This design comes from an exercise in tuning for small area on the open sky130 flow, not from production work.
Function was checked by simulation only, so behaviour that the tests miss may differ from the original.
No activity file was given, so power comes from the tool's default toggle rates.

==> design.v <==
`timescale 1ns/1ps
module slotCompactor
(
	input logic [3:0] ctrlVector_i,
	input logic [135:0] fetchSlots_i,
	input logic [3:0] tailPtr_i,
	output logic [135:0] laneSlots_o,    
	output logic [2:0] bundleCount_o,
	output logic [15:0] ctiTags_o
);
	localparam int FetchWidth = 4;
	logic [2:0] prefix [FetchWidth+1];    
	logic [3:0] tag [FetchWidth];
	always_comb
	begin
		prefix[0] = '0;
		for (int i = 0; i < FetchWidth; i++)
			prefix[i+1] = prefix[i] + {2'b00, ctrlVector_i[i]};
	end
	always_comb
	begin
		for (int i = 0; i < FetchWidth; i++)
		begin
			tag[i] = tailPtr_i + {1'b0, prefix[i]};
			ctiTags_o[4*i +: 4] = ctrlVector_i[i] ? tag[i] : 4'd0;
		end
	end
	always_comb
	begin
		laneSlots_o = '0;
		for (int j = 0; j < FetchWidth; j++)
			for (int i = 0; i < FetchWidth; i++)
				if (ctrlVector_i[i] && tag[i][1:0] == 2'(j))
					laneSlots_o[34*j +: 34] = laneSlots_o[34*j +: 34] | fetchSlots_i[34*i +: 34];
		bundleCount_o = prefix[FetchWidth];
	end
endmodule
`timescale 1ns/1ps
module queuePointers
(
	input logic clk,
	input logic reset,
	input logic recover_i,
	input logic stall_i,
	input logic fetchReady_i,
	input logic [2:0] allocCount_i,
	input logic resolveValid_i,
	input logic [3:0] commitVector_i,
	output logic [3:0] tailPtr_o,
	output logic [15:0] headSel_o,
	output logic [15:0] allocWe_o,
	output logic resolveEn_o,
	output logic updateEn_o,
	output logic queueFull_o
);
	logic [3:0] headPtr;
	logic [15:0] headSel;           
	logic [4:0] occupancy;
	logic [4:0] committedCount;     
	logic [2:0] commitCount;
	logic [4:0] occupancyFill;
	logic accept;
	assign commitCount = {2'b00, commitVector_i[0]} + {2'b00, commitVector_i[1]}
		+ {2'b00, commitVector_i[2]} + {2'b00, commitVector_i[3]};
	assign occupancyFill = occupancy + {2'b00, allocCount_i};
	assign queueFull_o = occupancyFill > 5'd16;
	assign accept = fetchReady_i & ~stall_i & ~queueFull_o & ~recover_i;
	assign updateEn_o = (|committedCount) & ~recover_i;
	always_ff @(posedge clk)
	begin
		if (reset)
		begin
			headPtr <= '0;
			headSel <= 16'd1;
			occupancy <= '0;
			committedCount <= '0;
		end
		else if (recover_i)
		begin
			occupancy <= {1'b0, committedCount[3:0]};
			committedCount <= {1'b0, committedCount[3:0]};
		end
		else
		begin
			if (updateEn_o)
			begin
				headPtr <= headPtr + 4'd1;
				headSel <= {headSel[14:0], headSel[15]};
			end
			occupancy <= (accept ? occupancyFill : occupancy) - {4'd0, updateEn_o};
			committedCount <= committedCount + {2'b00, commitCount} - {4'd0, updateEn_o};
		end
	end
	assign tailPtr_o = headPtr + occupancy[3:0];
	assign headSel_o = headSel;
	logic [15:0] tailSel;
	logic [3:0] fill;               
	always_comb
	begin
		for (int e = 0; e < 16; e++)
			tailSel[e] = tailPtr_o == 4'(e);
		for (int k = 0; k < 4; k++)
			fill[k] = allocCount_i > 3'(k);
		for (int e = 0; e < 16; e++)
			allocWe_o[e] = accept & ((tailSel[e] & fill[0]) | (tailSel[(e+15)%16] & fill[1])
				| (tailSel[(e+14)%16] & fill[2]) | (tailSel[(e+13)%16] & fill[3]));
	end
	assign resolveEn_o = resolveValid_i & ~recover_i;
endmodule
`timescale 1ns/1ps
module entryStorage
(
	input logic clk,
	input logic [135:0] laneSlots_i,
	input logic [15:0] allocWe_i,
	input logic [36:0] resolve_i,
	input logic resolveEn_i,
	input logic [15:0] headSel_i,
	output logic [66:0] update_o
);
	localparam int CtiQueueDepth = 16;
	logic [33:0] entrySlot [CtiQueueDepth];      
	logic [32:0] entryResolve [CtiQueueDepth];   
	always_ff @(posedge clk)
	begin
		for (int e = 0; e < CtiQueueDepth; e++)
		begin
			if (allocWe_i[e])
				entrySlot[e] <= laneSlots_i[34*(e%4) +: 34];
			if (resolveEn_i && resolve_i[36:33] == 4'(e))
				entryResolve[e] <= resolve_i[32:0];
		end
	end
	logic [33:0] headSlot;
	logic [32:0] headResolve;
	always_comb
	begin
		headSlot = '0;
		headResolve = '0;
		for (int e = 0; e < CtiQueueDepth; e++)
		begin
			headSlot = headSlot | ({34{headSel_i[e]}} & entrySlot[e]);
			headResolve = headResolve | ({33{headSel_i[e]}} & entryResolve[e]);
		end
	end
	assign update_o = {headSlot[33:2], headResolve[32:1], headSlot[1:0], headResolve[0]};
endmodule
`timescale 1ns/1ps
module ctiQueue
(
	input logic clk,
	input logic reset,
	input logic recover_i,
	input logic stall_i,
	input logic fetchReady_i,
	input logic [3:0] ctrlVector_i,
	input logic [135:0] fetchSlots_i,
	output logic [15:0] ctiTags_o,
	input logic resolveValid_i,
	input logic [36:0] resolve_i,
	input logic [3:0] commitVector_i,
	output logic updateEn_o,
	output logic [66:0] update_o,
	output logic queueFull_o
);
	logic [3:0] tailPtr;
	logic [15:0] headSel;
	logic [135:0] laneSlots;
	logic [2:0] bundleCount;
	logic [15:0] allocWe;
	logic resolveEn;
	slotCompactor compactor
	(
		.ctrlVector_i(ctrlVector_i),
		.fetchSlots_i(fetchSlots_i),
		.tailPtr_i(tailPtr),
		.laneSlots_o(laneSlots),
		.bundleCount_o(bundleCount),
		.ctiTags_o(ctiTags_o)
	);
	queuePointers pointers
	(
		.clk(clk),
		.reset(reset),
		.recover_i(recover_i),
		.stall_i(stall_i),
		.fetchReady_i(fetchReady_i),
		.allocCount_i(bundleCount),
		.resolveValid_i(resolveValid_i),
		.commitVector_i(commitVector_i),
		.tailPtr_o(tailPtr),
		.headSel_o(headSel),
		.allocWe_o(allocWe),
		.resolveEn_o(resolveEn),
		.updateEn_o(updateEn_o),
		.queueFull_o(queueFull_o)
	);
	entryStorage storage
	(
		.clk(clk),
		.laneSlots_i(laneSlots),
		.allocWe_i(allocWe),
		.resolve_i(resolve_i),
		.resolveEn_i(resolveEn),
		.headSel_i(headSel),
		.update_o(update_o)
	);
endmodule
==> run.sh <==
#!/bin/bash
# synth_recipe.tcl (not shown) runs the flow's synth.tcl, then flattens the netlist and writes it again
# the make line also repeats each setting of config.mk as NAME=value (left out here)
make -C /OpenROAD-flow-scripts/flow DESIGN_CONFIG=/design/flow/config.mk WORK_HOME=/design/flow/orfs CLKGATE_MAP_FILE= SYNTH_SCRIPT=/design/flow/synth_recipe.tcl finish
==> config.mk <==
export PLATFORM = sky130hd
export DESIGN_NAME = ctiQueue
export DESIGN_NICKNAME = ctiQueue
export VERILOG_FILES = /design/flow/design.v
export SDC_FILE = /design/flow/constraint.sdc
export NUM_CORES = 4
export LEC_CHECK = 0
export CAP_MARGIN = 20
export CORE_MARGIN = 2
export CORE_UTILIZATION = 70
export SLEW_MARGIN = 20
==> constraint.sdc <==
create_clock -name core_clock -period 7.0 [get_ports {clk}]
set_input_delay 1.4000 -clock core_clock [delete_from_list [all_inputs] [get_ports {clk}]]
set_output_delay 1.4000 -clock core_clock [all_outputs]
set_load 0.01 [all_outputs]
==> results of run 1 <==
flip-flops by register name (all words and copies together), names as in the netlist:
| signal | count |
|---|---|
| pointers.headSel | 16 |
| pointers.committedCount | 5 |
| storage.entryResolve | 528 |
| storage.entrySlot | 544 |
| pointers.occupancy | 5 |
| pointers.headPtr | 4 |
path summary, 6_finish.rpt:
path / start / to / slack [ps] / depth (start not counted)
setup / recovery: ctrlVector_i[0] / queueFull_o / 450 / 12
hold / removal: pointers.committedCount[2]$_SDFFE_PP0N_ / pointers.committedCount[2]$_SDFFE_PP0N_ / 550 / 2
setup reg to reg: pointers.headPtr[0]$_SDFFE_PP0P_ / storage.entrySlot[14][20]$_DFFE_PP_ / 2590 / 9
hold reg to reg: pointers.committedCount[2]$_SDFFE_PP0N_ / pointers.committedCount[2]$_SDFFE_PP0N_ / 550 / 2
report_power, final:
part	internal [µW]	total [µW]	switching [µW]	leakage, µW
logic	1660	4690	3030	0.00490
clock network	3150	5530	2390	0.00164
registers	8240	8440	201	0.0100
total	13000	18700	5620	0.0165
metal layers:
metal,up-vias,GRT usage,part of all wire
met3,554,0.0989,0.14
met1,14365,0.545,0.34
met2,2745,0.657,0.47
li1,11433,-,-
met5,-,0.00154,0.00033
met4,6,0.201,0.050
area by class of cell:
| cell class | instances | area, µm² | share of cell area |
|---|---|---|---|
| antenna | 2 | 5.00 | 0.0000988 |
| clock buffer | 120 | 2640 | 0.0521 |
| clock inverter | 70 | 689 | 0.0136 |
| inverter | 35 | 131 | 0.00259 |
| multi-input combinational | 1223 | 9960 | 0.197 |
| sequential | 1102 | 32900 | 0.648 |
| tap | 790 | 988 | 0.0195 |
| timing repair buffer | 343 | 3400 | 0.0671 |
cells in the mapped netlist (2+ instances only):
master,number
o21bai_1,3
edfxtp_1,1072
mux2i_1,21
inv_1,34
o21ai_0,6
dfxtp_1,30
buf_1,11
nor3_1,11
nand2b_1,4
ha_1,29
nor3b_1,4
a211o_1,2
nand4_1,69
nor2_1,49
a22o_1,336
a21o_1,8
a21oi_1,24
a221oi_1,268
buf_2,2
clkbuf_1,184
nor2b_1,10
o311a_1,2
and2_1,15
and3_1,9
a221o_1,68
xor2_1,4
a22oi_1,136
clkbuf_8,2
fa_1,8
xnor2_1,14
or3b_2,2
nand3_1,6
or3_1,2
nand2_1,93
logic make-up after synthesis:
kind of cell             after synthesis
flip-flops                          1102
adder cells (fa/ha/maj)               37
AND/OR/NAND/NOR                      280
XOR/XNOR                              19
buffers and inverters                234
multiplexers                          21
AO/OA/AOI/OAI                        866
cell usage in the layout, fill, tap and decap left out, drive strengths merged, types with 10 or more instances in the layout:
cell,n
a22oi,136
nand2,93
xnor2,14
clkinv,54
a21oi,25
mux2i,21
edfxtp,1072
buf,72
a221o,68
a22o,336
nor2,49
bufinv,12
dfxtp,30
inv,38
nor3,11
nand4,69
clkbuf,120
clkdlybuf4s50,271
a221oi,268
ha,29
nor2b,11
and2,15
and3,10
worst reg2reg max path: cells and delay by family, from the launching register on:
kind / cells / cell delay, ps
buffers and inverters: 2 / 820
and+or+nand+nor: 3 / 1040
AOI/OAI and AO/OA: 1 / 200
DFF: 1 / 370
adders and majority gates: 3 / 1830
through the flow:
stage | util | setup slack [ps] | hold slack (ps) | std cells
4_1_cts | 0.823 | 526 | 540 | 3680
5_1_grt | 0.824 | 271 | 584 | 3684
6_report | 0.824 | 447 | 547 | 3685
3_5_place_dp | 0.768 | 510 | 528 | 3490
3_3_place_gp | 0.768 | 591 | 517 | 3490
2_1_floorplan | - | 121 | 472 | 2559
==> summary.txt, run 1 <==
- Clock skew: 39.6 ps
- Syn_nets: 2,783
- Startpoint Class: input pin
- Cts hold-fix bufs: 0
- Slew Limit Fails: 0
- Port bufs: 271
- Main combinational cell family by area after synthesis: compound AO/OA/AOI/OAI gates
- Wire length per cell: 35.8 µm
- Worst-Margin Slew: 1110 ps
- Adder and majority gate portion of the synthesized area: 0.0121
- Kind of end point of the critical path: output pin
- Final Cycle Share: 0.936
- CTS tree: built
- Final WL: 132,000 µm
- Cell area after layout: 50,700 µm²
- Synth Area in Compound Gates: 0.170
- Syn Inst Count: 2,559
- Via/cell ratio: 7.90
- Mux cell area share after synthesis: 0.00485
- TNS Setup: 0 ps
- Seq/Total Area, Yosys: 0.756
- H-tree Lvls: 3
- Register bit total from synthesis: 1,102
- Crit path arrival time: 5150 ps
- CTS resizes: 0
- First-pass GRT wire length: 189,000 µm
- Synth cell types: 55
- CP required: 5600 ps
- Total gr overflow: 0
- Ratio of cells with drive above 1 in the final layout: 0.101
- Mapped cell area: 43,400 µm²
- VDD IR max: 523 µV
- Die span in y: 253 µm
- I/O pin total: 272
- Final setup violation count: 0
- Vias in the first global route: 29,044
- Total GRT Usage: 0.413
- Worst-path maximum fanout: 9
- Slowest cell on the critical path: fa_1
- Worst skew pair latency: 680 ps
- Final hold vios: 0
- Largest cells by area after synthesis: edfxtp_1, a22o_1, a221oi_1, a22oi_1, clkbuf_1
- Root Buffer: clkbuf_16
- Initial Util: 0.706
- Antenna Violating Nets Remaining: 0
- Final Total Pwr: 18,700 µW
- Final min period: 6550 ps
- Die area: 64,000 µm²
- Async SR Flop Fraction: 0
- Simple-gate share of the synthesized area: 0.0322
- Crit path buffers/inverters: 4
- Post-Synth XOR/XNOR Area: 0.00401
- Post-CTS Setup Inserts: 0
- CTS buffer count: 102
- Synth-to-layout area growth: 16.8%
- Largest net degree at the start of global routing: 61
- Most area-hungry cell type in the Yosys netlist: edfxtp_1
- Initial DRC Count: 4,655
- Slew Limit Headroom: 0.258
- Hpwl dp: 70,500 µm
- Die X: 253 µm
- Crit path kind: input pin to output pin
- Crit-path max cell delay: 640 ps
- # fillers: 3,024
- DP Area: 47,200 µm²
- Initial antenna violation count: 4
- Core area: 61,500 µm²
- Crit path cell chain: clkdlybuf4s50_1 -> fa_1 -> ha_1 -> inv_1 -> fa_1 -> inv_1 -> ha_1 -> nor2b_4 -> o211a_4 -> nor2_1 -> nor2_1 -> clkdlybuf4s50_1
- Mean Syn Cell Area: 17.0 µm²
- Fmax: 153 MHz
- Drc violations: 0
- Leakage Power: 0.0165 µW
- GPL Wtd Cong: 0.896
- DRT Pass-1 Iters: 10
- Clock edge transition at the registers on the reported setup and hold paths: 60 ps
- Rows: 91
- Min-delay worst type: register to register
- Nets: 3,031
- Power Density: 368 nW/µm²
- CP top delay family: adder cells
- Clock Path Buffers: 3
- Status: timing/DRC/antenna clean
- Most used DFF post-synth: edfxtp_1
- Yosys warnings: 7
- Share of the synthesized area in the top cell type: 0.742
- EDFF count, synth: 1,072
- RSZ-0062 raised after global routing: false
- Max-cap violations: 0
- Routed vias: 29,103
- Clock Sink Count: 1,102
==> run 2, diff against run 1 <==
==> flow/run.sh (new file) <==
#!/bin/bash
# The standard layout (the standard.sh: standard synthesis, then ORFS to the final layout),
# with these changes:
# - port buffers are sky130_fd_sc_hd__buf_1 instead of the delay cell buffer_ports picks;
# - clock tree synthesis inserts no dummy loads;
# - power recovery after global routing downsizes gates on paths with slack.
# make's full output goes to flow_make.log here; each ORFS step keeps its own log under orfs/logs.
set -euo pipefail
bash standard.sh \
	"BUFFER_PORTS_ARGS=-buffer_cell sky130_fd_sc_hd__buf_1" \
	"CTS_ARGS=-sink_clustering_enable -repair_clock_nets -dont_use_dummy_load" \
	RECOVER_POWER=100 \
	finish > flow_make.log 2>&1
==> standard.sh (new file) <==
#!/bin/bash
# synth_recipe.tcl (not shown) runs the flow's synth.tcl, then flattens the netlist and writes it again
# the make line also repeats each setting of config.mk as NAME=value (left out here)
make -C /OpenROAD-flow-scripts/flow DESIGN_CONFIG=/design/flow/config.mk WORK_HOME=/design/flow/orfs CLKGATE_MAP_FILE= SYNTH_SCRIPT=/design/flow/synth_recipe.tcl "${@:-finish}"
removed: run.sh
==> summary.txt, run 2 <==
- Largest net degree at the start of global routing: 47
- Largest regs: storage.entrySlot: 544 flops, storage.entryResolve: 528 flops, pointers.headSel: 16 flops
- Ratio of cells with drive above 1 in the final layout: 0.0703
- WHS Path Cells: 2
- Most used DFF post-synth: edfxtp_1
- Antenna Violating Nets Remaining: 0
- Leading cell type in the layout, fill and taps excluded: edfxtp_1
- Final min period: 6350 ps
- Fmax: 157 MHz
- Slowest cell on the critical path: dfxtp_1
- Max-cap violations: 26
- Cell with the most instances after synthesis: edfxtp_1
- Final non-filler cell total: 3,595
- Nets: 3,028
- Clock skew: 61.9 ps
- CTS resizes: 0
- Rows: 91
- Largest cells by area after synthesis: edfxtp_1, a22o_1, a221oi_1, a22oi_1, clkbuf_1
- Core area: 61,500 µm²
- CTS tree: built
- Commonest cells after routing, fill and taps aside: edfxtp_1, a22o_1, a221oi_1
- Kind of end point of the critical path: output pin
- Clock Sink Count: 1,102
- Clock edge transition at the registers on the reported setup and hold paths: 60 ps
- Worst-Margin Slew: 3150 ps
- Most area-hungry cell type in the Yosys netlist: edfxtp_1
- Syn_nets: 2,783
- Failed Checks: max-capacitance violations, max-slew violations
- Top reg by flops: storage.entrySlot
- Fin util: 0.779
- Synth-to-layout area growth: 10.3%
- Routed vias: 28,633
- Cell area after layout: 47,900 µm²
- Async SR Flop Fraction: 0
- Worst skew pair latency: 650 ps
- Final hold vios: 0
- Power Density: 365 nW/µm²
- Mean Syn Cell Area: 17.0 µm²
- Min-delay worst type: register to register
- DP Area: 45,500 µm²
- H-tree Lvls: 3
- Initial antenna violation count: 2
- Die X: 253 µm
- Total GRT Usage: 0.404
- Cts hold-fix bufs: 0
- Share of the synthesized area in the top cell type: 0.742
- CP required: 5600 ps
- Startpoint Class: register
- Final Cycle Share: 0.907
- Drc violations: 0
- Leakage Power: 0.0152 µW
- Max reg flops: 544
- RSZ-0062 raised after global routing: false
- Port bufs: 271
- R2R setup slack: 1250 ps
- Die span in y: 253 µm
- Yosys warnings: 7
- Worst hold start: pointers.committedCount[2]$_SDFFE_PP0N_
- Crit-path max cell delay: 2290 ps
- Crit path arrival time: 4950 ps
- I/O pin total: 272
- Vias in the first global route: 28,171
- GPL Wtd Cong: 0.923
- Final WL: 130,000 µm
- Via/cell ratio: 7.96
- Synth top cells by count: edfxtp_1, a22o_1, a221oi_1, clkbuf_1, a22oi_1
- First-pass GRT wire length: 184,000 µm
- Hpwl dp: 70,500 µm
- Root Buffer: clkbuf_16
- R2r startpoint: pointers.occupancy[0]$_SDFF_PP0_
- R2r worst-path depth: 7
- Crit path cell chain: clkbuf_2 -> a22o_1 -> a221oi_1 -> nand4_1 -> clkbuf_1
- Initial DRC Count: 4,416
- Post-CTS Setup Inserts: 0
- Placed cell count: 3,487
- VDD IR max: 793 µV
- Status: complete, but fails checks
- Slew Limit Fails: 768
- Worst-path maximum fanout: 37
- DRT Pass-1 Iters: 8
- Crit path kind: register to output pin
- Final setup violation count: 0
- RR Endpoint: storage.entrySlot[3][2]$_DFFE_PP_
- CTS buffer count: 101
- Synth cell types: 55
- Mapped cell area: 43,400 µm²
- EDFF count, synth: 1,072
- Register bit total from synthesis: 1,102
- Seq/Total Area, Yosys: 0.756
- Initial Util: 0.706
- Syn Inst Count: 2,559
- Hold Path Sink: pointers.committedCount[2]$_SDFFE_PP0N_
- Wire length per cell: 36.1 µm
- TNS Setup: 0 ps
- Final WS setup: 650 ps
- Worst slack at placement: 1100 ps
- Clock Path Buffers: 3
- Slew Limit Headroom: -1.10
- Total gr overflow: 0
- Die area: 64,000 µm²
-- run 2: cell counts after synthesis --
Identical to the previous run, type by type.
-- run 2: logic make-up (layout without fill, tap and decap cells) --
logic type / Yosys count / count (layout) / share of synthesized area
AOI/OAI and AO/OA: 866 / 866 / 0.170
xor gates and xnor gates: 19 / 19 / 0.00401
adders and majority gates: 37 / 37 / 0.0121
buffers and inverters: 234 / 477 / 0.0208
DFF: 1102 / 1102 / 0.756
muxes: 21 / 21 / 0.00485
other: 0 / 3 / 0
and+or+nand+nor: 280 / 280 / 0.0322
-- run 2: critical path: cells and delay by family (launching register included) --
kind,cells,cell delay (ps)
flops,1,2290
buf+inv,2,1470
compound gates,2,320
simple gates,1,140
-- run 2: layer usage --
metal	global-route usage	vias to the layer above	part of all wire
met5	0.00463	-	0.000077
met4	0.180	2	0.047
met3	0.0927	464	0.14
met2	0.647	2627	0.47
met1	0.537	14210	0.34
li1	-	11330	-
-- run 2: final cells by class --
class	instances	area, µm²
antenna	3	7.51
clock buffer	101	2530
fill	3480	13600
inverter	35	131
multi-input combinational	1223	9890
sequential	1102	32800
tap	790	988
timing repair buffer	341	1470
-- run 2: power breakdown --
part / total, µW / internal (µW) / switching (µW) / leakage (µW)
clock: 4610 / 2520 / 2090 / 0.00124
sequential: 8430 / 8250 / 180 / 0.0100
combinational: 4420 / 1330 / 3080 / 0.00399
total: 17500 / 12100 / 5350 / 0.0152
-- run 2: stage by stage --
step / hold WS, ps / total power [µW]
after floorplan: 472 / 11000
after global placement: 510 / 12600
after detailed placement: 522 / 12800
after CTS: 530 / 17300
after global routing: 554 / 17900
final: 539 / 17500
-- run 2: worst max path at each step --
stage	startpoint	endpoint	cells past startpoint
6_report	pointers.headSel[15]$_SDFFE_PP0P_	update_o[64]	5
5_1_grt	ctrlVector_i[0]	storage.entrySlot[5][18]$_DFFE_PP_	12
4_1_cts	ctrlVector_i[0]	queueFull_o	12
3_5_place_dp	ctrlVector_i[0]	storage.entrySlot[1][18]$_DFFE_PP_	13
3_3_place_gp	ctrlVector_i[0]	storage.entrySlot[1][5]$_DFFE_PP_	13
2_1_floorplan	ctrlVector_i[0]	storage.entrySlot[3][0]$_DFFE_PP_	13
==> run 3, diff against run 2 <==
==> flow/run.sh (replaced) <==
#!/bin/bash
# The standard layout (the standard.sh: standard synthesis, then ORFS to the final layout),
# with these changes:
# - port buffers are sky130_fd_sc_hd__buf_1 instead of the delay cell buffer_ports picks;
# - clock tree synthesis uses clkbuf_4 with smaller sink clusters and inserts no dummy loads.
# make's full output goes to flow_make.log here; each ORFS step keeps its own log under orfs/logs.
set -euo pipefail
bash standard.sh \
	"BUFFER_PORTS_ARGS=-buffer_cell sky130_fd_sc_hd__buf_1" \
	"CTS_ARGS=-sink_clustering_enable -repair_clock_nets -dont_use_dummy_load -buf_list sky130_fd_sc_hd__clkbuf_4 -sink_clustering_size 10 -sink_clustering_max_diameter 40" \
	finish > flow_make.log 2>&1
--- a/config.mk
+++ b/config.mk
@@ -8,4 +8,4 @@
 export CAP_MARGIN = 20
 export CORE_MARGIN = 2
-export CORE_UTILIZATION = 70
+export CORE_UTILIZATION = 80
 export SLEW_MARGIN = 20
==> summary.txt, run 3 <==
- Rows: 85
- Worst-path maximum fanout: 9
- Via/cell ratio: 8.40
- Clock Path Buffers: 3
- RR Endpoint: storage.entrySlot[4][13]$_DFFE_PP_
- Final hold vios: 0
- Nets: 3,065
- Initial antenna violation count: 7
- Routed vias: 29,815
- Hpwl dp: 72,600 µm
- Total gr overflow: 0
- Ratio of cells with drive above 1 in the final layout: 0.0986
- Kind of end point of the critical path: output pin
- CP required: 5600 ps
- Power Density: 337 nW/µm²
- R2r startpoint: pointers.occupancy[0]$_SDFF_PP0_
- Die X: 237 µm
- Synth-to-layout area growth: 7.00%
- Worst-Margin Slew: 1100 ps
- Worst hold start: pointers.headPtr[3]$_SDFFE_PP0P_
- Core area: 53,700 µm²
- Leading cell type in the layout, fill and taps excluded: edfxtp_1
- Synth Area in Compound Gates: 0.170
- Crit path cell chain: buf_1 -> fa_1 -> ha_1 -> inv_1 -> fa_1 -> inv_1 -> ha_1 -> nor2b_4 -> o211a_4 -> nor2_1 -> nor2_1 -> buf_1
- CTS resizes: 0
- Root Buffer: clkbuf_4
- Cell with the most instances after synthesis: edfxtp_1
- Synth cell types: 55
- Final WL: 131,000 µm
- Antenna Violating Nets Remaining: 0
- Top reg by flops: storage.entrySlot
- Simple-gate share of the synthesized area: 0.0322
- Slowest cell on the critical path: fa_1
- Cts hold-fix bufs: 0
- Final Cycle Share: 0.831
- Synth top cells by count: edfxtp_1, a22o_1, a221oi_1, clkbuf_1, a22oi_1
- Crit-path max cell delay: 600 ps
- Drc violations: 0
- VDD IR max: 969 µV
- Syn Inst Count: 2,559
- Final setup violation count: 0
- Main combinational cell family by area after synthesis: compound AO/OA/AOI/OAI gates
- Adder and majority gate portion of the synthesized area: 0.0121
- Slew Limit Headroom: 0.268
- Most used DFF post-synth: edfxtp_1
- Commonest cells after routing, fill and taps aside: edfxtp_1, a22o_1, buf_1
- I/O pin total: 272
- RSZ-0062 raised after global routing: false
- EDFF count, synth: 1,072
- Mapped cell area: 43,400 µm²
- Status: timing/DRC/antenna clean
- Max reg flops: 544
- Syn_nets: 2,783
- Initial DRC Count: 5,937
- Mux cell area share after synthesis: 0.00485
- Total GRT Usage: 0.472
- Post-Synth XOR/XNOR Area: 0.00401
- Crit path buffers/inverters: 4
- TNS Setup: 0 ps
- Die span in y: 237 µm
- R2r worst-path depth: 9
- Async SR Flop Fraction: 0
- Register bit total from synthesis: 1,102
- Slew Limit Fails: 0
- Startpoint Class: input pin
- Fmax: 172 MHz
- Clock Sink Count: 1,102
- Die area: 56,100 µm²
- CTS buffer count: 135
- R2R setup slack: 2630 ps
- Final min period: 5810 ps
- Min-delay worst type: register to register
- Largest cells by area after synthesis: edfxtp_1, a22o_1, a221oi_1, a22oi_1, clkbuf_1
- Multi-input logic area: 9950 µm²
- Yosys warnings: 7
- DRT Pass-1 Iters: 8
- WHS Path Cells: 2
- Share of the synthesized area in the top cell type: 0.742
- Crit path kind: input pin to output pin
- Leakage Power: 0.0147 µW
- Crit path arrival time: 4410 ps
- Vias in the first global route: 29,699
- Port bufs: 271
- Clock skew: 101 ps
- # fillers: 2,324
- Most area-hungry cell type in the Yosys netlist: edfxtp_1
- Wire length per cell: 36.8 µm
- Worst skew pair latency: 1100 ps
- CP top delay family: adder cells
- Post-CTS Setup Inserts: 0
- Cell area after layout: 46,400 µm²
- Largest regs: storage.entrySlot: 544 flops, storage.entryResolve: 528 flops, pointers.headSel: 16 flops
- DP Area: 45,400 µm²
- Hold Path Sink: pointers.headPtr[3]$_SDFFE_PP0P_
- First-pass GRT wire length: 188,000 µm
- Largest net degree at the start of global routing: 58
- Clock edge transition at the registers on the reported setup and hold paths: 60 ps
- Register area: 32,900 µm²
- GPL Wtd Cong: 0.932
- H-tree Lvls: 4
- Mean Syn Cell Area: 17.0 µm²
- Max-cap violations: 0
- CTS tree: built
- Worst hold margin: 541 ps
- Initial Util: 0.808
- Seq/Total Area, Yosys: 0.756
run 3: where the power goes:
part           internal [µW]  switching (µW)  total (µW)
Sequential              8230             159        8390
Clock                    890            1930        2820
Combinational           1310            3130        4440
Total                  10400            5210       15600
run 3: worst min-delay path: cells and delay by family, from the launching register on:
family	cells	cell delay, ps
flops	1	360
xor+xnor	1	80
simple gates	1	70
run 3: logic make-up after synthesis:
logic type / Yosys count
flip-flops: 1102
XOR/XNOR: 19
buffers and inverters: 234
AO/OA/AOI/OAI: 866
adder cells (fa/ha/maj): 37
multiplexers: 21
AND/OR/NAND/NOR: 280
run 3: area by class of cell:
class | count | area share
antenna | 15 | 0.000809
tap | 696 | 0.0188
timing repair buffer | 344 | 0.0337
multi-input combinational | 1223 | 0.214
clock buffer | 135 | 0.0218
sequential | 1102 | 0.708
inverter | 35 | 0.00283
run 3: layer usage:
| layer | up-vias | track usage | part of all wire |
|---|---|---|---|
| met4 | 4 | 0.280 | 0.066 |
| met1 | 14108 | 0.609 | 0.30 |
| li1 | 11430 | - | - |
| met3 | 753 | 0.131 | 0.17 |
| met5 | - | 0 | 0.00015 |
| met2 | 3520 | 0.733 | 0.46 |
run 3: worst max path at each step:
| stage | startpoint | endpoint | slack [ps] | depth (start not counted) |
|---|---|---|---|---|
| global route | ctrlVector_i[0] | queueFull_o | 1030 | 12 |
| detailed placement | ctrlVector_i[0] | storage.entrySlot[6][29]$_DFFE_PP_ | 1100 | 14 |
| finish | ctrlVector_i[0] | queueFull_o | 1190 | 12 |
| floorplan | ctrlVector_i[0] | storage.entrySlot[3][0]$_DFFE_PP_ | 120 | 13 |
| global placement | ctrlVector_i[0] | storage.entrySlot[6][32]$_DFFE_PP_ | 1260 | 14 |
| CTS | ctrlVector_i[0] | queueFull_o | 1280 | 12 |
run 3: stage by stage:
stage | utilization | cells | worst slack [ps] | power (µW)
final | 0.864 | 3550 | 1190 | 15600
after global placement | 0.845 | 3400 | 1260 | 12500
after floorplan | - | 2559 | 121 | 11000
after global routing | 0.864 | 3548 | 1030 | 16000
after CTS | 0.864 | 3535 | 1280 | 15300
after detailed placement | 0.845 | 3400 | 1100 | 12700
==> run 4, diff against run 3 <==
==> flow/run.sh (replaced) <==
#!/bin/bash
# The standard layout (the standard.sh: standard synthesis, then ORFS to the final layout),
# with these changes:
# - port buffers are sky130_fd_sc_hd__buf_1 instead of the delay cell buffer_ports picks;
# - clock tree synthesis uses clkbuf_4 with small sink clusters (9 sinks, 35 um) and inserts no dummy loads.
# make's full output goes to flow_make.log here; each ORFS step keeps its own log under orfs/logs.
set -euo pipefail
bash standard.sh \
	"BUFFER_PORTS_ARGS=-buffer_cell sky130_fd_sc_hd__buf_1" \
	"CTS_ARGS=-sink_clustering_enable -repair_clock_nets -dont_use_dummy_load -buf_list sky130_fd_sc_hd__clkbuf_4 -sink_clustering_size 9 -sink_clustering_max_diameter 35" \
	finish > flow_make.log 2>&1
==> summary.txt, run 4 <==
- Wire length per cell: 36.8 µm
- Routed vias: 29,912
- Power Density: 339 nW/µm²
- CTS buffer count: 152
- Seq/Total Area, Yosys: 0.756
- Simple-gate share of the synthesized area: 0.0322
- Most area-hungry cell type in the Yosys netlist: edfxtp_1
- Worst-Margin Slew: 1110 ps
- TNS Setup: 0 ps
- Hpwl dp: 72,600 µm
- DRT Pass-1 Iters: 10
- Startpoint Class: input pin
- Status: timing/DRC/antenna clean
- Final non-filler cell total: 3,560
- CTS resizes: 0
- GPL Wtd Cong: 0.932
- Rows: 85
- Fmax: 172 MHz
- Most used DFF post-synth: edfxtp_1
- I/O pin total: 272
- Slew Limit Headroom: 0.261
- Final WL: 131,000 µm
- Total GRT Usage: 0.472
- Async SR Flop Fraction: 0
- Kind of end point of the critical path: output pin
- RR Endpoint: storage.entrySlot[4][3]$_DFFE_PP_
- Mux cell area share after synthesis: 0.00485
- Largest net degree at the start of global routing: 58
- Die span in y: 237 µm
- Cell with the most instances after synthesis: edfxtp_1
- Clock skew: 76.0 ps
- Final Cycle Share: 0.829
- Combinational share of power: 0.281
- Synth top cells by count: edfxtp_1, a22o_1, a221oi_1, clkbuf_1, a22oi_1
- Mean Syn Cell Area: 17.0 µm²
- Seq pwr share: 0.532
- Initial Util: 0.808
- EDFF count, synth: 1,072
- Adder and majority gate portion of the synthesized area: 0.0121
- Root Buffer: clkbuf_4
- Pint: 10,500 µW
- Mapped cell area: 43,400 µm²
- Nets: 3,082
- R2R setup slack: 2530 ps
- Post-Synth XOR/XNOR Area: 0.00401
- Syn_nets: 2,783
- WHS Path Cells: 2
- Switching Fraction: 0.332
- Final min period: 5800 ps
- Share of the synthesized area in the top cell type: 0.742
- Clock edge transition at the registers on the reported setup and hold paths: 60 ps
- Ratio of cells with drive above 1 in the final layout: 0.104
- Yosys warnings: 7
- Crit path kind: input pin to output pin
- Clock Sink Count: 1,102
- Placed cell count: 3,400
- Via/cell ratio: 8.40
- Min-delay worst type: register to register
- Syn Inst Count: 2,559
- VDD IR max: 966 µV
- Final hold vios: 0
- H-tree Lvls: 4
- Register bit total from synthesis: 1,102
- Clk pwr share: 0.187
- Vias in the first global route: 29,931
- Leading cell type in the layout, fill and taps excluded: edfxtp_1
- NetSw: 5230 µW
- Initial DRC Count: 6,006
- Top reg by flops: storage.entrySlot
- Synth-to-layout area growth: 7.26%
- Initial antenna violation count: 7
- Total gr overflow: 0
- Worst-path maximum fanout: 9
- CTS tree: built
- Slew Limit Fails: 0
- Worst hold start: pointers.committedCount[2]$_SDFFE_PP0N_
- R2r worst-path depth: 9
- R2r startpoint: pointers.headPtr[0]$_SDFFE_PP0P_
- Port bufs: 271
- Main combinational cell family by area after synthesis: compound AO/OA/AOI/OAI gates
- Antenna Violating Nets Remaining: 0
- Hold Path Sink: pointers.committedCount[2]$_SDFFE_PP0N_
- Drc violations: 0
- Crit path arrival time: 4400 ps
- Post-CTS Setup Inserts: 0
- Cts hold-fix bufs: 0
- Clock Path Buffers: 3
- Max-cap violations: 0
- Die area: 56,100 µm²
- First-pass GRT wire length: 188,000 µm
- Worst skew pair latency: 1060 ps
- Synth cell types: 55
- Largest cells by area after synthesis: edfxtp_1, a22o_1, a221oi_1, a22oi_1, clkbuf_1
- Max reg flops: 544
- CP required: 5600 ps
- Synth Area in Compound Gates: 0.170
- Final setup violation count: 0
- Final Total Pwr: 15,800 µW
- Leakage Power: 0.0148 µW
- RSZ-0062 raised after global routing: false
- Core area: 53,700 µm²
- Die X: 237 µm
- Largest regs: storage.entrySlot: 544 flops, storage.entryResolve: 528 flops, pointers.headSel: 16 flops
- Commonest cells after routing, fill and taps aside: edfxtp_1, a22o_1, buf_1
==> run 4: layout make-up <==
| cell class | instances | area, µm² |
|---|---|---|
| Tap cell | 696 | 871 |
| Sequential cell | 1102 | 32900 |
| Antenna cell | 8 | 20.0 |
| Clock buffer | 152 | 1140 |
| Multi-Input combinational cell | 1223 | 9950 |
| Inverter | 35 | 131 |
| Timing Repair Buffer | 344 | 1570 |
| Fill cell | 2339 | 7180 |
==> run 4: cells by family after synthesis <==
kind of cell	after synthesis
AND/OR/NAND/NOR	280
adder cells (fa/ha/maj)	37
flip-flops	1102
multiplexers	21
buffers and inverters	234
XOR/XNOR	19
AO/OA/AOI/OAI	866
==> run 4: routing by layer <==
layer / share of wire / track usage / vias up
met5: 0.000061 / 0 / -
met4: 0.064 / 0.278 / 2
met3: 0.17 / 0.138 / 751
met2: 0.46 / 0.729 / 3555
met1: 0.30 / 0.608 / 14134
li1: - / - / 11470
==> run 4: through the flow <==
| step | hold WS (ps) | instance area, µm² | utilization | setup slack (ps) |
|---|---|---|---|---|
| 2_1_floorplan | 472 | 43400 | - | 121 |
| 3_5_place_dp | 529 | 45400 | 0.845 | 1100 |
| 5_1_grt | 562 | 46500 | 0.866 | 1040 |
| 6_report | 538 | 46500 | 0.866 | 1200 |
| 3_3_place_gp | 508 | 45400 | 0.845 | 1260 |
| 4_1_cts | 541 | 46500 | 0.866 | 1280 |
==> run 4: critical path: stages <==
cell and delay (ps):
buf_1 200, fa_1 610, ha_1 140, inv_1 50, fa_1 550, inv_1 210, ha_1 320, nor2b_4 160
o211a_4 260, nor2_1 270, nor2_1 100, buf_1 140
==> run 4: worst max path at each step <==
stage | startpoint | to
2_1_floorplan | ctrlVector_i[0] | storage.entrySlot[3][0]$_DFFE_PP_
3_3_place_gp | ctrlVector_i[0] | storage.entrySlot[6][32]$_DFFE_PP_
3_5_place_dp | ctrlVector_i[0] | storage.entrySlot[6][29]$_DFFE_PP_
4_1_cts | ctrlVector_i[0] | queueFull_o
5_1_grt | ctrlVector_i[0] | queueFull_o
6_report | ctrlVector_i[0] | queueFull_o
==> run 4: power by group through the flow <==
stage | logic (µW) | registers (µW) | clock network (µW)
after global routing | 4580 | 8400 | 3170
after CTS | 4170 | 8370 | 2930
after detailed placement | 4160 | 8520 | 0
after global placement | 3940 | 8510 | 0
after floorplan | 2560 | 8430 | 0
final | 4440 | 8390 | 2950
==> run 5, diff against run 4 <==
--- a/design.v
+++ b/design.v
@@ -12,9 +12,24 @@
 	logic [2:0] prefix [FetchWidth+1];    
 	logic [3:0] tag [FetchWidth];
-	always_comb
-	begin
-		prefix[0] = '0;
+	logic [4:0] tagSum [FetchWidth];
+	function automatic logic [4:0] add5(input logic [4:0] a, input logic [4:0] b);
+		logic [4:0] s;
+		logic c;
+		c = 1'b0;
+		for (int i = 0; i < 5; i++)
+		begin
+			s[i] = a[i] ^ b[i] ^ c;
+			c = (a[i] & b[i]) | (c & (a[i] ^ b[i]));
+		end
+		add5 = s;
+	endfunction
+	logic [4:0] prefixSum [FetchWidth+1];
+	always_comb
+	begin
+		prefixSum[0] = '0;
 		for (int i = 0; i < FetchWidth; i++)
-			prefix[i+1] = prefix[i] + {2'b00, ctrlVector_i[i]};
+			prefixSum[i+1] = add5(prefixSum[i], {4'd0, ctrlVector_i[i]});
+		for (int i = 0; i <= FetchWidth; i++)
+			prefix[i] = prefixSum[i][2:0];
 	end
 	always_comb
@@ -22,5 +37,6 @@
 		for (int i = 0; i < FetchWidth; i++)
 		begin
-			tag[i] = tailPtr_i + {1'b0, prefix[i]};
+			tagSum[i] = add5({1'b0, tailPtr_i}, {2'b00, prefix[i]});
+			tag[i] = tagSum[i][3:0];
 			ctiTags_o[4*i +: 4] = ctrlVector_i[i] ? tag[i] : 4'd0;
 		end
@@ -61,7 +77,20 @@
 	logic [4:0] occupancyFill;
 	logic accept;
-	assign commitCount = {2'b00, commitVector_i[0]} + {2'b00, commitVector_i[1]}
-		+ {2'b00, commitVector_i[2]} + {2'b00, commitVector_i[3]};
-	assign occupancyFill = occupancy + {2'b00, allocCount_i};
+	function automatic logic [4:0] add5(input logic [4:0] a, input logic [4:0] b);
+		logic [4:0] s;
+		logic c;
+		c = 1'b0;
+		for (int i = 0; i < 5; i++)
+		begin
+			s[i] = a[i] ^ b[i] ^ c;
+			c = (a[i] & b[i]) | (c & (a[i] ^ b[i]));
+		end
+		add5 = s;
+	endfunction
+	logic [4:0] commitSum;
+	assign commitSum = add5(add5({4'd0, commitVector_i[0]}, {4'd0, commitVector_i[1]}),
+		add5({4'd0, commitVector_i[2]}, {4'd0, commitVector_i[3]}));
+	assign commitCount = commitSum[2:0];
+	assign occupancyFill = add5(occupancy, {2'b00, allocCount_i});
 	assign queueFull_o = occupancyFill > 5'd16;
 	assign accept = fetchReady_i & ~stall_i & ~queueFull_o & ~recover_i;
@@ -85,12 +114,18 @@
 			if (updateEn_o)
 			begin
-				headPtr <= headPtr + 4'd1;
+				headPtr <= headPtrInc;
 				headSel <= {headSel[14:0], headSel[15]};
 			end
-			occupancy <= (accept ? occupancyFill : occupancy) - {4'd0, updateEn_o};
-			committedCount <= committedCount + {2'b00, commitCount} - {4'd0, updateEn_o};
-		end
-	end
-	assign tailPtr_o = headPtr + occupancy[3:0];
+			occupancy <= add5(accept ? occupancyFill : occupancy, {5{updateEn_o}});
+			committedCount <= add5(add5(committedCount, {2'b00, commitCount}), {5{updateEn_o}});
+		end
+	end
+	logic [4:0] headPtrSum;
+	logic [4:0] tailPtrSum;
+	logic [3:0] headPtrInc;
+	assign headPtrSum = add5({1'b0, headPtr}, 5'd1);
+	assign headPtrInc = headPtrSum[3:0];
+	assign tailPtrSum = add5({1'b0, headPtr}, {1'b0, occupancy[3:0]});
+	assign tailPtr_o = tailPtrSum[3:0];
 	assign headSel_o = headSel;
 	logic [15:0] tailSel;
==> summary.txt, run 5 <==
- Worst-path maximum fanout: 3
- Commonest cells after routing, fill and taps aside: edfxtp_1, a22o_1, buf_1
- CTS resizes: 0
- Total GRT Usage: 0.466
- Nets: 3,038
- H-tree Lvls: 4
- Synth top cells by count: edfxtp_1, a22o_1, a221oi_1, clkbuf_1, a22oi_1
- Crit path kind: input pin to output pin
- Max reg flops: 544
- Hpwl dp: 69,200 µm
- Drc violations: 0
- R2r startpoint: pointers.headPtr[0]$_SDFFE_PP0P_
- Clock Path Buffers: 3
- Cts hold-fix bufs: 0
- I/O pin total: 272
- Largest net degree at the start of global routing: 68
- Post-CTS Setup Inserts: 0
- Clk pwr share: 0.184
- Largest regs: storage.entrySlot: 544 flops, storage.entryResolve: 528 flops, pointers.headSel: 16 flops
- Final non-filler cell total: 3,510
- Clock Sink Count: 1,102
- Worst skew pair latency: 1060 ps
- Final Total Pwr: 16,000 µW
- GPL Wtd Cong: 0.907
- Antenna Violating Nets Remaining: 0
- Wire length per cell: 36.8 µm
- Synth-to-layout area growth: 7.35%
- Placed cell count: 3,353
- Root Buffer: clkbuf_4
- VDD IR max: 900 µV
- Pint: 10,600 µW
- Initial DRC Count: 5,529
- RSZ-0062 raised after global routing: false
- Power Density: 344 nW/µm²
- Vias in the first global route: 29,628
- NetSw: 5330 µW
- Clock edge transition at the registers on the reported setup and hold paths: 70 ps
- Worst setup path start: ctrlVector_i[0]
- Routed vias: 29,613
- Total gr overflow: 0
- R2R setup slack: 2470 ps
- Slew Limit Fails: 0
- Seq pwr share: 0.526
- Rows: 85
- Yosys warnings: 9
- Ratio of cells with drive above 1 in the final layout: 0.103
- Syn Inst Count: 2,518
- Async SR Flop Fraction: 0
- TNS Setup: 0 ps
- Worst-Margin Slew: 1260 ps
- Kind of end point of the critical path: output pin
- Startpoint Class: input pin
- Initial Util: 0.806
- Max-cap violations: 0
- Cell with the most instances after synthesis: edfxtp_1
- CP required: 5600 ps
- Die span in y: 237 µm
- Combinational share of power: 0.290
- RR Endpoint: storage.entrySlot[6][19]$_DFFE_PP_
- Via/cell ratio: 8.44
- Top reg by flops: storage.entrySlot
- Mean Syn Cell Area: 17.2 µm²
- Most used DFF post-synth: edfxtp_1
- Leakage Power: 0.0147 µW
- EDFF count, synth: 1,072
- Largest cells by area after synthesis: edfxtp_1, a22o_1, a221oi_1, a22oi_1, a221o_1
- Mapped cell area: 43,300 µm²
- Switching Fraction: 0.334
- Crit path capture: queueFull_o
- Die area: 56,000 µm²
- CTS tree: built
- Register bit total from synthesis: 1,102
- Fmax: 165 MHz
- Seq/Total Area, Yosys: 0.757
- First-pass GRT wire length: 186,000 µm
- Status: timing/DRC/antenna clean
- Leading cell type in the layout, fill and taps excluded: edfxtp_1
- Final WL: 129,000 µm
- Final min period: 6060 ps
- Most area-hungry cell type in the Yosys netlist: edfxtp_1
- Core area: 53,700 µm²
- Slew Limit Headroom: 0.159
- Clock skew: 78.8 ps
- Final setup violation count: 0
- Synth cell types: 53
- Min-delay worst type: register to register
- Port bufs: 271
- DRT Pass-1 Iters: 8
- Fin util: 0.865
- Final hold vios: 0
- Final WS setup: 944 ps
- Final Cycle Share: 0.865
- Share of the synthesized area in the top cell type: 0.744
- Crit path arrival time: 4660 ps
- Worst slack at placement: 251 ps
- Initial antenna violation count: 6
- Die X: 237 µm
- R2r worst-path depth: 9
- CTS buffer count: 151
- Syn_nets: 2,745
run 5: power by group through the flow:
stage               Combinational, µW  Sequential (µW)  Clock, µW
finish                           4640             8400       2930
global route                     4770             8420       3150
CTS                              4360             8390       2920
detailed placement               4350             8540          0
global placement                 4160             8530          0
floorplan                        2650             8480          0
run 5: routing by layer:
metal | global-route usage | part of all wire
met3 | 0.148 | 0.17
met2 | 0.723 | 0.46
met5 | 0 | 0.00022
met4 | 0.252 | 0.059
met1 | 0.599 | 0.31
run 5: layout make-up:
cell class	count	area, µm²
Fill cell	2263	7230
Tap cell	696	871
Antenna cell	5	12.5
Multi-Input combinational cell	1186	9910
Timing Repair Buffer	343	1590
Inverter	27	101
Sequential cell	1102	32900
Clock buffer	151	1130
run 5: logic make-up (layout without fill, tap and decap cells):
family / after synthesis / after routing / share of synthesized area
buf+inv: 230 / 521 / 0.0205
mux: 21 / 21 / 0.00506
compound gates: 847 / 847 / 0.167
simple gates: 263 / 263 / 0.0312
other cells: 0 / 5 / 0
xor+xnor: 13 / 13 / 0.00332
flops: 1102 / 1102 / 0.757
fa+ha+maj: 42 / 42 / 0.0151
run 5: through the flow:
stage | area (µm²) | hold slack [ps]
after floorplan | 43300 | 482
after global placement | 45300 | 491
after detailed placement | 45300 | 525
after CTS | 46400 | 524
after global routing | 46500 | 548
final | 46500 | 532
run 5: worst max-delay path: stages:
cell     delay [ps]
buf_1           100
fa_1            580
ha_1            150
inv_1            50
fa_1            550
inv_1            60
fa_1            360
inv_1            80
fa_1            170
inv_1            40
ha_1            290
nor4b_1         550
nor2_1           90
buf_1           160
run 5: how the worst min path moves through the flow:
| stage | startpoint | end | slack [ps] | cells past startpoint |
|---|---|---|---|---|
| after floorplan | pointers.committedCount[1]$_SDFFE_PP0N_ | pointers.committedCount[1]$_SDFFE_PP0N_ | 480 | 2 |
| after global placement | pointers.headSel[0]$_SDFFE_PP1P_ | pointers.headSel[1]$_SDFFE_PP0P_ | 490 | 2 |
| after detailed placement | pointers.headSel[0]$_SDFFE_PP1P_ | pointers.headSel[1]$_SDFFE_PP0P_ | 530 | 2 |
| after CTS | pointers.committedCount[1]$_SDFFE_PP0N_ | pointers.occupancy[1]$_SDFF_PP0_ | 520 | 2 |
| after global routing | pointers.committedCount[1]$_SDFFE_PP0N_ | pointers.occupancy[1]$_SDFF_PP0_ | 550 | 2 |
| final | pointers.committedCount[1]$_SDFFE_PP0N_ | pointers.occupancy[1]$_SDFF_PP0_ | 530 | 2 |

afterwards: timing with drivers on the ports:
Ports are ideal in the flow. The routed layouts listed here were re-timed in OpenROAD. Step 1 (the two cells are an assumption about what drives the block):
set clk [get_ports {clk}]
set_driving_cell -lib_cell sky130_fd_sc_hd__clkbuf_16 $clk
set_driving_cell -lib_cell sky130_fd_sc_hd__buf_2 [delete_from_list [all_inputs] $clk]
Step 2, shift: input delay + t, output delay - t, t = (earliest + latest rising clock arrival at the registers) / 2. This alone moves slack from input paths to output paths. a / b / c = no drivers / after step 1 / after step 2; a / b = the first two.
run	shift t [ns]	slack for setup (ns)	worst slew at a driven data input, ns
run 1	0.722	0.447 / 0.425 / 0.425	0.10
run 2	0.695	0.650 / 0.577 / 0.155	0.10
run 3	1.109	1.186 / 1.166 / 0.932	0.10
run 4	1.083	1.196 / 1.177 / 0.872	0.10
run 5	1.085	0.944 / 0.916 / 0.193	0.14
For run 5, which loses most, drivers alone change the setup slack by -0.028 ns; drivers and shift together by -0.751 ns.
